This design comes from an exercise in tuning for small area, a short achievable clock period and few clock cycles per item on the open sky130 flow, not from production work.
No functional check of the RTL was part of any run shown here.

**flow/config.mk**
```make
export PLATFORM = sky130hd
export DESIGN_NAME = sad_disparity_core
export DESIGN_NICKNAME = sad_disparity_core
export VERILOG_FILES = /design/flow/design.v
export SDC_FILE = /design/flow/constraint.sdc
export NUM_CORES = 4
export LEC_CHECK = 0
export CAP_MARGIN = 20
export CORE_MARGIN = 2
export CORE_UTILIZATION = 40
export SLEW_MARGIN = 20
```
**flow/constraint.sdc**
```tcl
create_clock -name core_clock -period 30.0 [get_ports {clk}]
set_input_delay 6.0000 -clock core_clock [delete_from_list [all_inputs] [get_ports {clk}]]
set_output_delay 6.0000 -clock core_clock [all_outputs]
set_load 0.01 [all_outputs]
```
**flow/design.v**
```verilog
`timescale 1ns/1ps
`default_nettype none
module sad_disparity_core #(
    parameter int CAMERA_HSIZE   = 100,
    parameter int CAMERA_VSIZE   = 100,
    parameter int PIXEL_WIDTH    = 8,
    parameter int MAX_DISP       = 16,
    parameter int WIN_SIZE       = 5,
    parameter int BUF_ADDR_WIDTH = 32,
    parameter int DISP_WIDTH     = 4,
    localparam int COST_WIDTH    = PIXEL_WIDTH + $clog2(WIN_SIZE) + 1
) (
    input  logic                      clk,
    input  logic                      rst_n,
    input  logic                      frame_start,
    output logic [BUF_ADDR_WIDTH-1:0] buf_raddr,
    output logic                      buf_rready,
    input  logic                      buf_rvalid,
    input  logic [PIXEL_WIDTH-1:0]    buf_rdata_l,
    input  logic [PIXEL_WIDTH-1:0]    buf_rdata_r,
    output logic [DISP_WIDTH-1:0]     disp_out,
    output logic                      disp_valid,
    input  logic                      disp_ready,
    output logic                      sad_done
);
    localparam int PW      = PIXEL_WIDTH;
    localparam int NUM_PIX = CAMERA_HSIZE * CAMERA_VSIZE;
    localparam int AW      = $clog2(NUM_PIX);
    localparam int XW      = $clog2(CAMERA_HSIZE);
    localparam int SW      = $clog2(WIN_SIZE * ((1 << PW) - 1) + 1);   
    localparam int NRH     = MAX_DISP + WIN_SIZE - 1;                   
    localparam int NLH     = WIN_SIZE;                                  
    localparam int CAP     = 6;                                         
    localparam int FD      = CAP - 1;                                   
    localparam int FPW     = $clog2(FD);
    localparam int FLW     = $clog2(NRH + 3) + 1;                       
    logic [FLW-1:0]   fl_cnt;
    logic             flush;
    logic             running;
    logic             reading;
    logic             rr;
    logic [AW-1:0]    addr;
    logic             addr_last;
    logic             beat;
    logic [2:0]       cnt;
    logic             iv;
    logic             pop;
    logic             done_q;
    assign flush      = ~fl_cnt[FLW-1];
    assign buf_rready = rr;
    assign buf_raddr  = BUF_ADDR_WIDTH'(addr);
    assign addr_last  = (addr == AW'(NUM_PIX - 1));
    assign beat       = buf_rvalid & rr;
    assign pop        = disp_valid & disp_ready;
    assign sad_done   = done_q;
    logic reading_nxt;
    always_comb begin
        if (reading) reading_nxt = ~(beat & addr_last);
        else         reading_nxt = ~running & frame_start;
    end
    always_ff @(posedge clk or negedge rst_n) begin
        if (!rst_n) begin
            fl_cnt  <= '0;
            running <= 1'b0;
            reading <= 1'b0;
            rr      <= 1'b0;
            addr    <= '0;
            cnt     <= '0;
            iv      <= 1'b0;
            done_q  <= 1'b0;
        end else begin
            if (flush) fl_cnt <= fl_cnt + 1'b1;
            reading <= reading_nxt;
            rr      <= reading_nxt & ~flush & ({1'b0, cnt} + iv <= 4'(CAP - 2));
            if (beat) addr <= addr_last ? '0 : addr + 1'b1;
            iv      <= beat;
            cnt     <= cnt + iv - pop;
            done_q  <= running & ~reading & ~iv & (cnt == 3'd1) & pop;
            if (done_q)                        running <= 1'b0;
            else if (~running & frame_start)   running <= 1'b1;
        end
    end
    logic [PW-1:0] il, ir;
    always_ff @(posedge clk) begin
        il <= flush ? '0 : buf_rdata_l;
        ir <= flush ? '0 : buf_rdata_r;
    end
    logic [PW-1:0] lh [1:NLH];
    logic [PW-1:0] rh [1:NRH];
    logic [SW-1:0] s  [MAX_DISP];
    logic [SW-1:0] s_nxt [MAX_DISP];
    logic          sv;
    logic [XW-1:0] scol;
    logic          hist_en;
    assign hist_en = iv | flush;
    always_comb begin
        logic [PW:0]   t1, t2;
        logic [PW-1:0] m1, m2;
        logic [PW-1:0] b;
        logic          c1, c2;
        for (int d = 0; d < MAX_DISP; d++) begin
            b  = (d == 0) ? ir : rh[(d == 0) ? 1 : d];
            t1 = {1'b0, il} - {1'b0, b};
            t2 = {1'b0, lh[NLH]} - {1'b0, rh[d + WIN_SIZE]};
            m1 = t1[PW-1:0] ^ {PW{t1[PW]}};
            m2 = t2[PW-1:0] ^ {PW{~t2[PW]}};
            c1 = t1[PW];
            c2 = ~t2[PW];
            s_nxt[d] = s[d] + SW'(m1) + {{(SW-PW){1'b1}}, m2} + SW'(c1) + SW'(c2);
        end
    end
    always_ff @(posedge clk) begin
        if (hist_en) begin
            lh[1] <= il;
            rh[1] <= ir;
            for (int j = 2; j <= NLH; j++) lh[j] <= lh[j-1];
            for (int j = 2; j <= NRH; j++) rh[j] <= rh[j-1];
        end
    end
    always_ff @(posedge clk or negedge rst_n) begin
        if (!rst_n) begin
            for (int d = 0; d < MAX_DISP; d++) s[d] <= '0;
            sv   <= 1'b0;
            scol <= XW'(CAMERA_HSIZE - 1);
        end else begin
            sv <= iv;
            if (iv) begin
                for (int d = 0; d < MAX_DISP; d++) s[d] <= s_nxt[d];
                scol <= (scol == XW'(CAMERA_HSIZE - 1)) ? '0 : scol + 1'b1;
            end
        end
    end
    logic [MAX_DISP-1:0] vd;       
    always_comb begin
        for (int d = 0; d < MAX_DISP; d++) vd[d] = (int'(scol) >= d + WIN_SIZE - 1);
    end
    logic [SW-1:0] w1v [8];
    logic          w1i [8];
    logic [SW-1:0] w2v [4];
    logic [1:0]    w2i [4];
    always_comb begin
        logic sel;
        for (int k = 0; k < 8; k++) begin
            sel    = vd[2*k+1] & (s[2*k+1] < s[2*k]);
            w1v[k] = sel ? s[2*k+1] : s[2*k];
            w1i[k] = sel;
        end
        for (int j = 0; j < 4; j++) begin
            sel    = vd[4*j+2] & (w1v[2*j+1] < w1v[2*j]);
            w2v[j] = sel ? w1v[2*j+1] : w1v[2*j];
            w2i[j] = sel ? {1'b1, w1i[2*j+1]} : {1'b0, w1i[2*j]};
        end
    end
    logic [SW-1:0] av [4];
    logic [1:0]    ai [4];
    logic          a_v4, a_v8, a_v12;
    logic          a_vld;
    always_ff @(posedge clk) begin
        for (int j = 0; j < 4; j++) begin
            av[j] <= w2v[j];
            ai[j] <= w2i[j];
        end
        a_v4  <= vd[4];
        a_v8  <= vd[8];
        a_v12 <= vd[12];
    end
    always_ff @(posedge clk or negedge rst_n) begin
        if (!rst_n) a_vld <= 1'b0;
        else        a_vld <= sv;
    end
    logic [DISP_WIDTH-1:0] pd;
    logic [SW-1:0]         pc;
    always_comb begin
        logic          s3a, s3b, s4;
        logic [SW-1:0] v3a, v3b;
        logic [2:0]    i3a, i3b;
        s3a = a_v4  & (av[1] < av[0]);
        s3b = a_v12 & (av[3] < av[2]);
        v3a = s3a ? av[1] : av[0];
        v3b = s3b ? av[3] : av[2];
        i3a = s3a ? {1'b1, ai[1]} : {1'b0, ai[0]};
        i3b = s3b ? {1'b1, ai[3]} : {1'b0, ai[2]};
        s4  = a_v8 & (v3b < v3a);
        pd  = DISP_WIDTH'(s4 ? {1'b1, i3b} : {1'b0, i3a});
        pc  = s4 ? v3b : v3a;
    end
    localparam int OW = DISP_WIDTH;
    logic [OW-1:0] pword;
    assign pword = pd;
    logic [OW-1:0]  fifo [FD];
    logic [FPW-1:0] wp, rp;
    logic [FPW:0]   fcnt;
    logic           f_empty;
    logic [OW-1:0]  oword;
    logic           load;
    assign load    = ~disp_valid | disp_ready;
    assign f_empty = (fcnt == '0);
    always_ff @(posedge clk) begin
        if (a_vld) fifo[wp] <= pword;
    end
    always_ff @(posedge clk or negedge rst_n) begin
        if (!rst_n) begin
            wp         <= '0;
            rp         <= '0;
            fcnt       <= '0;
            disp_valid <= 1'b0;
        end else begin
            logic push, take;
            push = a_vld & ~(load & f_empty);
            take = load & ~f_empty;
            if (push) wp <= (wp == FPW'(FD - 1)) ? '0 : wp + 1'b1;
            if (take) rp <= (rp == FPW'(FD - 1)) ? '0 : rp + 1'b1;
            fcnt <= fcnt + push - take;
            if (load) disp_valid <= ~f_empty | a_vld;
        end
    end
    always_ff @(posedge clk) begin
        if (load) oword <= f_empty ? pword : fifo[rp];
    end
    assign disp_out  = oword;
endmodule
`default_nettype wire
```
**flow/run.sh**
```bash
#!/bin/bash
# synth_recipe.tcl (not shown) runs the flow's synth.tcl, then flattens the netlist and writes it again
# the make line also repeats each setting of config.mk as NAME=value (left out here)
make -C /OpenROAD-flow-scripts/flow DESIGN_CONFIG=/design/flow/config.mk WORK_HOME=/design/flow/orfs CLKGATE_MAP_FILE= SYNTH_SCRIPT=/design/flow/synth_recipe.tcl finish
```
==> results.yml, run 1 <==
clock_network:
  cts_buffers: 68
  root_buffer: "clkbuf_16"
  clk_path_buf_depth: 3
  worstSkewPairLatency_ps: 660
  clock_sinks: 519
  ctsHoldBuffers: 0
  h-tree-depth: 3
  cts_resized: 0
  cts_tree: "built"
  clk_pin_slew_ps: 60
  postCtsSetupBuffers: 0
synth:
  synth.distinct_cells: 92
  yosysSeqAreaShare_pct: 29.0
  synth_commonest_cells: "inv_1, ha_1, xnor2_1, o21ai_0, nor2_1"
  synth.avg_cell_area_sq_um: 9.30
  syn_area_sq_um: 47400
  synth_cells: 5095
  synth_edf_count: 224
  ys_async_sr_fraction_pct: 43.2
  netlist.top_cell.by_area: "ha_1"
  synth-seq-cells: 519
  synthFlopType: "edfxtp_1"
  ys_warn_count: 11
  yosys-top-cells-area: "ha_1, edfxtp_1, dfrtp_1, fa_1, xnor2_1"
  synth_top_area_share_pct: 15.2
  yosysMostFrequentCell: "inv_1"
floorplan:
  io_pins: 60
  dieArea_sq_um: 121000
  core_area_sq_um: 118000
  initial_core_util_pct: 40.2
  row_count: 126
  die_height_um: 348
  die_w_um: 348
sta:
  worst_pin_slew_ps: 1150
  drv_slew: 0
  fin_setup_tns_ps: 0
  hold_viol: 0
  fmax_mhz: 130
  worst_slack_ps: 22310
  fin_crit_sh_pct: 25.6
  finalSetupViolations: 0
  layout_min_cycle_time_ps: 7690
  rsz0062_at_grt: "no"
  skew_ps: 32.4
  max_slew_margin_pct: 23.5
setup_path:
  cp-end-kind: "primary output"
  cp.arrival_ps: 1690
  required_ps: 24000
  crit_buf_inv: 1
  cp-start-kind: "flip-flop"
  critPathTopFamily: "buffers and inverters"
  worstSetupPathType: "flip-flop to primary output"
  slowest_delay_ps: 580
  crit_slowest_cell: "clkdlybuf4s50_1"
  path_cells: "clkdlybuf4s50_1"
  worstPathMaxFanout: 7
place:
  preCtsSetupSlack_ps: 21800
  placed_area_sq_um: 49500
  io_buffer_count: 41
  globalplace.congestion: 0.930
  hpwl_um: 98500
global_route:
  grt_pass1_wl_um: 197000
  antenna_found_initial: 2
  grt_pass1_vias: 34100
  grt.total_usage_pct: 20.9
  overflow: 0
  grt_max_degree: 152
routing:
  drt-total-wl_um: 127000
  num_vias: 35400
  drtAntennaViolNets: 0
  drt_iter0_markers: 2164
  first_pass_iters: 6
  viasPerCell: 5.27
  drc: 0
  avgRoutedWirePerCell_um: 18.9
layout:
  fillers: 11300
  layout-drive-gt1-share_pct: 4.44
  syn_to_final_growth_pct: 9.20
  nets: 5911
  antenna_cells: 0
  final_cell_area_sq_um: 51800
status:
  status: "finished clean"
worst_hold_path:
  worstHoldPathType: "flip-flop to flip-flop"
flow_run:
  cap_violations: 0
cells in the final DEF (no fill, tap or decap), types with 25 or more instances in the layout:
cell type	synthesis	layout
fa_1	189	189
edfxtp_1	224	224
nand2b_1	70	70
dfxtp_1	71	71
ha_1	575	575
nand3b_1	29	29
inv_1	786	784
a21boi_0	77	77
nand4_1	38	38
xor2_1	91	91
mux2i_1	134	134
mux2_2	32	32
o21bai_1	27	27
o21ai_0	322	322
nor2_1	277	277
buf_4	21	31
dfrtp_1	220	218
o311ai_0	29	29
nor3_1	62	62
nand2_1	261	260
nor4_1	27	27
clkdlybuf4s50_1	0	40
a21oi_1	192	191
nand3_1	59	59
o21a_1	75	75
xnor2_1	347	347
a211oi_1	25	25
clkbuf_16	0	73
and2_1	28	28
or3_1	64	64
nor2b_1	146	146
a21o_1	167	167
layer usage:
| metal | part of all wire [%] | track usage, % | up-vias |
|---|---|---|---|
| met4 | 2.7 | 5.84 | 0 |
| met2 | 45 | 33.2 | 675 |
| met5 | 0 | 0 | - |
| li1 | - | - | 17600 |
| met3 | 3.9 | 2.44 | 175 |
| met1 | 49 | 30.0 | 16900 |
logic make-up after synthesis:
group	after synthesis	share of synthesized area [%]
xor gates and xnor gates	438	8.09
AOI/OAI and AO/OA	1142	16.1
other	1	0.00791
and+or+nand+nor	1138	12.2
adders and majority gates	764	23.2
DFF	519	29.0
muxes	172	3.84
buffers and inverters	921	7.61
state kept, by name, summed over array words and instances, names as in the netlist, 3 cells and up:
signal	count
fcnt	4
oword	4
rh	160
ai	8
fifo	20
rp	3
ir	8
addr	14
il	8
s	176
wp	3
av	44
fl_cnt	6
lh	40
scol	7
cnt	3
path summary, 6_finish.rpt:
| path | cells after the start | startpoint | slack [ps] | end |
|---|---|---|---|---|
| worst max-delay path | 1 | addr[4]$_DFFE_PN0P_ | 22310 | buf_raddr[4] |
| worst min-delay path | 0 | sv$_DFF_PN0_ | 350 | a_vld$_DFF_PN0_ |
| worst max register to register | 23 | il[1]$_SDFF_PN0_ | 23610 | s[6][10]$_DFFE_PN0P_ |
| worst min register to register | 0 | sv$_DFF_PN0_ | 350 | a_vld$_DFF_PN0_ |
| max in group asynchronous | 3 | rst_n | 22850 | s[13][10]$_DFFE_PN0P_ |
| min in group asynchronous | 1 | rst_n | 5310 | s[1][9]$_DFFE_PN0P_ |
area by class of cell:
| type | count | area, sq um | area share, % |
|---|---|---|---|
| clock inverters | 34 | 335 | 0.648 |
| clock buffers | 92 | 1950 | 3.76 |
| flip-flops and latches | 519 | 13800 | 26.6 |
| inverters | 791 | 2970 | 5.75 |
| repair buffers | 74 | 688 | 1.33 |
| multi-input cells | 3672 | 30100 | 58.2 |
| well taps | 1536 | 1920 | 3.71 |
through the flow:
step	hold WS [ps]	instances	util [%]
global placement	334	6592	42.0
detailed placement	335	6592	42.0
floorplan	331	5112	-
CTS	347	6718	43.9
global route	358	6718	44.0
finish	347	6718	44.0
==> run 2, diff against run 1 <==
--- a/flow/design.v
+++ b/flow/design.v
@@ -94,19 +94,41 @@
     logic          hist_en;
     assign hist_en = iv | flush;
     always_comb begin
-        logic [PW:0]   t1, t2;
-        logic [PW-1:0] m1, m2;
-        logic [PW-1:0] b;
-        logic          c1, c2;
+        logic [PW-1:0] b, e;
+        logic [PW:0]   cy1, cy2;
+        logic [PW-1:0] t1, t2, m1, m2;
+        logic          s1, s2;
+        logic [SW-1:0] y, z, sm, cr;
+        logic [SW:0]   cf;
+        logic          p, q;
         for (int d = 0; d < MAX_DISP; d++) begin
-            b  = (d == 0) ? ir : rh[(d == 0) ? 1 : d];
-            t1 = {1'b0, il} - {1'b0, b};
-            t2 = {1'b0, lh[NLH]} - {1'b0, rh[d + WIN_SIZE]};
-            m1 = t1[PW-1:0] ^ {PW{t1[PW]}};
-            m2 = t2[PW-1:0] ^ {PW{~t2[PW]}};
-            c1 = t1[PW];
-            c2 = ~t2[PW];
-            s_nxt[d] = s[d] + SW'(m1) + {{(SW-PW){1'b1}}, m2} + SW'(c1) + SW'(c2);
+            b = (d == 0) ? ir : rh[(d == 0) ? 1 : d];
+            e = rh[d + WIN_SIZE];
+            cy1[0] = 1'b1;
+            cy2[0] = 1'b1;
+            for (int i = 0; i < PW; i++) begin
+                t1[i]    = b[i] ^ ~il[i] ^ cy1[i];
+                cy1[i+1] = (b[i] & ~il[i]) | (b[i] & cy1[i]) | (~il[i] & cy1[i]);
+                t2[i]    = e[i] ^ ~lh[NLH][i] ^ cy2[i];
+                cy2[i+1] = (e[i] & ~lh[NLH][i]) | (e[i] & cy2[i]) | (~lh[NLH][i] & cy2[i]);
+            end
+            s1 = (b < il);
+            s2 = (e < lh[NLH]);
+            m1 = t1 ^ {PW{s1}};
+            m2 = t2 ^ {PW{~s2}};
+            y  = SW'(m1);
+            z  = {{(SW-PW){1'b1}}, m2};
+            for (int i = 0; i < SW; i++) begin
+                sm[i] = s[d][i] ^ y[i] ^ z[i];
+                cr[i] = (s[d][i] & y[i]) | (s[d][i] & z[i]) | (y[i] & z[i]);
+            end
+            cf[0] = ~s2;
+            for (int i = 0; i < SW; i++) begin
+                p = sm[i];
+                q = (i == 0) ? s1 : cr[(i == 0) ? 0 : i-1];
+                s_nxt[d][i] = p ^ q ^ cf[i];
+                cf[i+1]     = (p & q) | (p & cf[i]) | (q & cf[i]);
+            end
         end
     end
     always_ff @(posedge clk) begin
==> results.yml, run 2 <==
clock_network:
  clock_sinks: 519
  clk_path_buf_depth: 3
  worstSkewPairLatency_ps: 650
  ctsHoldBuffers: 0
  root_buffer: "clkbuf_16"
  clk_pin_slew_ps: 60
  cts_resized: 0
  cts_tree: "built"
  h-tree-depth: 2
  postCtsSetupBuffers: 0
  cts_buffers: 60
layout:
  reg_top3: "s x176, rh x160, av x44"
  fillers: 9223
  largest_register_ffs: 176
  final_cell_area_sq_um: 44900
  regMostFlops: "s"
  nets: 4344
  layout-drive-gt1-share_pct: 7.98
  utilization_pct: 44.2
  final_common_cell: "fa_1"
  syn_to_final_growth_pct: 10.1
  layout_common_cells: "fa_1, ha_1, inv_1"
setup_path:
  cp.arrival_ps: 8770
  critPathMostFrequentCell: "fa_1"
  worstSetupPathType: "flip-flop to flip-flop"
  worstPathMaxFanout: 17
  cp-start-kind: "flip-flop"
  cp-end-kind: "flip-flop"
  slowest_delay_ps: 770
  required_ps: 30510
  crit_slowest_cell: "a211oi_2"
sta:
  layout_min_cycle_time_ps: 8250
  skew_ps: 31.7
  fin_crit_sh_pct: 27.5
  rsz0062_at_grt: "no"
  fmax_mhz: 121
  finalSetupViolations: 0
  hold_viol: 0
  max_slew_margin_pct: 27.0
  fin_setup_tns_ps: 0
  worst_pin_slew_ps: 1090
  drv_slew: 0
synth:
  ys_warn_count: 11
  synth-seq-cells: 519
  synthFlopType: "edfxtp_1"
  synth_edf_count: 224
  yosysMostFrequentCell: "fa_1"
  synth_top_area_share_pct: 23.7
  netlist.top_cell.by_area: "fa_1"
  yosysSeqAreaShare_pct: 33.8
  syn_area_sq_um: 40800
  yosys-top-cells-area: "fa_1, edfxtp_1, dfrtp_1, ha_1, xnor2_1"
  synth_cells: 3405
  synth.distinct_cells: 79
  ys_async_sr_fraction_pct: 43.2
  synth_commonest_cells: "fa_1, ha_1, inv_1, xnor2_1, edfxtp_1"
  synth.avg_cell_area_sq_um: 12.0
routing:
  drt_iter0_markers: 1651
  wl_met1_um: 49100
  num_vias: 24800
  viasPerCell: 5.10
  drc: 0
  drtAntennaViolNets: 0
  drt-total-wl_um: 105000
  routed-wl-met3_um: 8130
  first_pass_iters: 5
  dr.max_layer_used: "met4"
  wl_met2_um: 45600
  avgRoutedWirePerCell_um: 21.7
floorplan:
  io_pins: 60
  initial_core_util_pct: 40.2
  dieArea_sq_um: 104000
  core_area_sq_um: 101000
  row_count: 117
  die_w_um: 323
  die_height_um: 323
place:
  globalplace.congestion: 0.926
  placed_area_sq_um: 42800
  io_buffer_count: 41
  hpwl_um: 79700
global_route:
  grt_max_degree: 122
  grt.total_usage_pct: 20.7
  grt_pass1_vias: 25300
  antenna_found_initial: 1
  overflow: 0
  grt_pass1_wl_um: 160000
worst_hold_path:
  worstHoldPathType: "flip-flop to flip-flop"
status:
  status: "finished clean"
flow_run:
  cap_violations: 0
==> run 2: changes by cell type after synthesis, moves of 138 or more <==
cell | previous run | this run
inv_1 | 786 | 372
o21ai_0 | 322 | 153
nor2_1 | 277 | 105
a21o_1 | 167 | 29
fa_1 | 189 | 482
ha_1 | 575 | 393
==> run 2: routing by layer <==
metal | vias to the layer above | track usage, %
met1 | 12500 | 29.8
met3 | 144 | 5.55
met4 | 0 | 5.18
met5 | - | 0
met2 | 685 | 31.0
li1 | 11500 | -
==> run 2: worst paths after layout <==
kind                       slack (ps)                from               endpoint  cells past startpoint
max                             21750  lh[5][2]$_DFFE_PP_  s[11][10]$_DFFE_PN0P_                     27
min reg2reg                       350        sv$_DFF_PN0_        a_vld$_DFF_PN0_                      0
max reg2reg                     21750  lh[5][2]$_DFFE_PP_  s[11][10]$_DFFE_PN0P_                     27
min                               350        sv$_DFF_PN0_        a_vld$_DFF_PN0_                      0
max in group asynchronous       23260               rst_n   s[12][4]$_DFFE_PN0P_                      2
min in group asynchronous        5460               rst_n   s[2][10]$_DFFE_PN0P_                      1
==> run 2: critical path: cells and delay by family (launching register included) <==
family                     cells  cell delay [ps]
DFF                            1              320
adders and majority gates     12             4260
buffers and inverters          5             1330
xor gates and xnor gates       3              530
and+or+nand+nor                2              210
AOI/OAI and AO/OA              5             1380
==> run 2: area by class of cell <==
class                      count  area (sq um)  share of cell area, %
multi-input combinational   2407         25200                   56.1
clock inverter                37           385                  0.859
timing repair buffer          85           758                   1.69
clock buffer                  75          1680                   3.75
antenna                        1          2.50                0.00558
inverter                     375          1410                   3.14
tap                         1368          1710                   3.82
sequential                   519         13800                   30.7
==> run 2: kinds of logic after synthesis <==
family / after synthesis / share of synthesized area (%)
compound gates: 513 / 7.76
xor+xnor: 344 / 7.39
fa+ha+maj: 875 / 35.7
buf+inv: 496 / 4.93
flops: 519 / 33.8
mux: 169 / 4.47
other cells: 1 / 0.00920
simple gates: 488 / 5.93
==> run 2: per-stage QoR <==
step,hold WS (ps),std cells,setup WS [ps]
detailed placement,337,4754,21830
CTS,351,4866,21790
global placement,338,4754,21910
finish,350,4867,21750
global route,360,4866,21360
floorplan,331,3422,22520

==> afterwards: timing with drivers on the ports <==
How much do the figures lean on ideal ports? The routed layouts below were timed once more, with nothing changed but the port constraints. Step 1, drivers: a clkbuf_16 drives clk and a buf_2 each remaining input, both assumed. Step 2 also shifts input and output timing later by t, the mid clock arrival at the registers, as if the neighbouring blocks saw the same clock. a / b / c = no drivers / after step 1 / after step 2; a / b = the first two.
run | shift t [ns] | setup slack, ns | worst setup path at the end | cell pins on the clock port's net
run 1 | 0.708 | 22.312 / 22.244 / 21.797 | input to register | 1
run 2 | 0.703 | 21.746 / 21.746 / 21.746 | register to register | 1
After both steps every run listed still meets setup and hold. For run 1, which loses most, drivers alone change the setup slack by -0.068 ns; drivers and shift together by -0.515 ns.
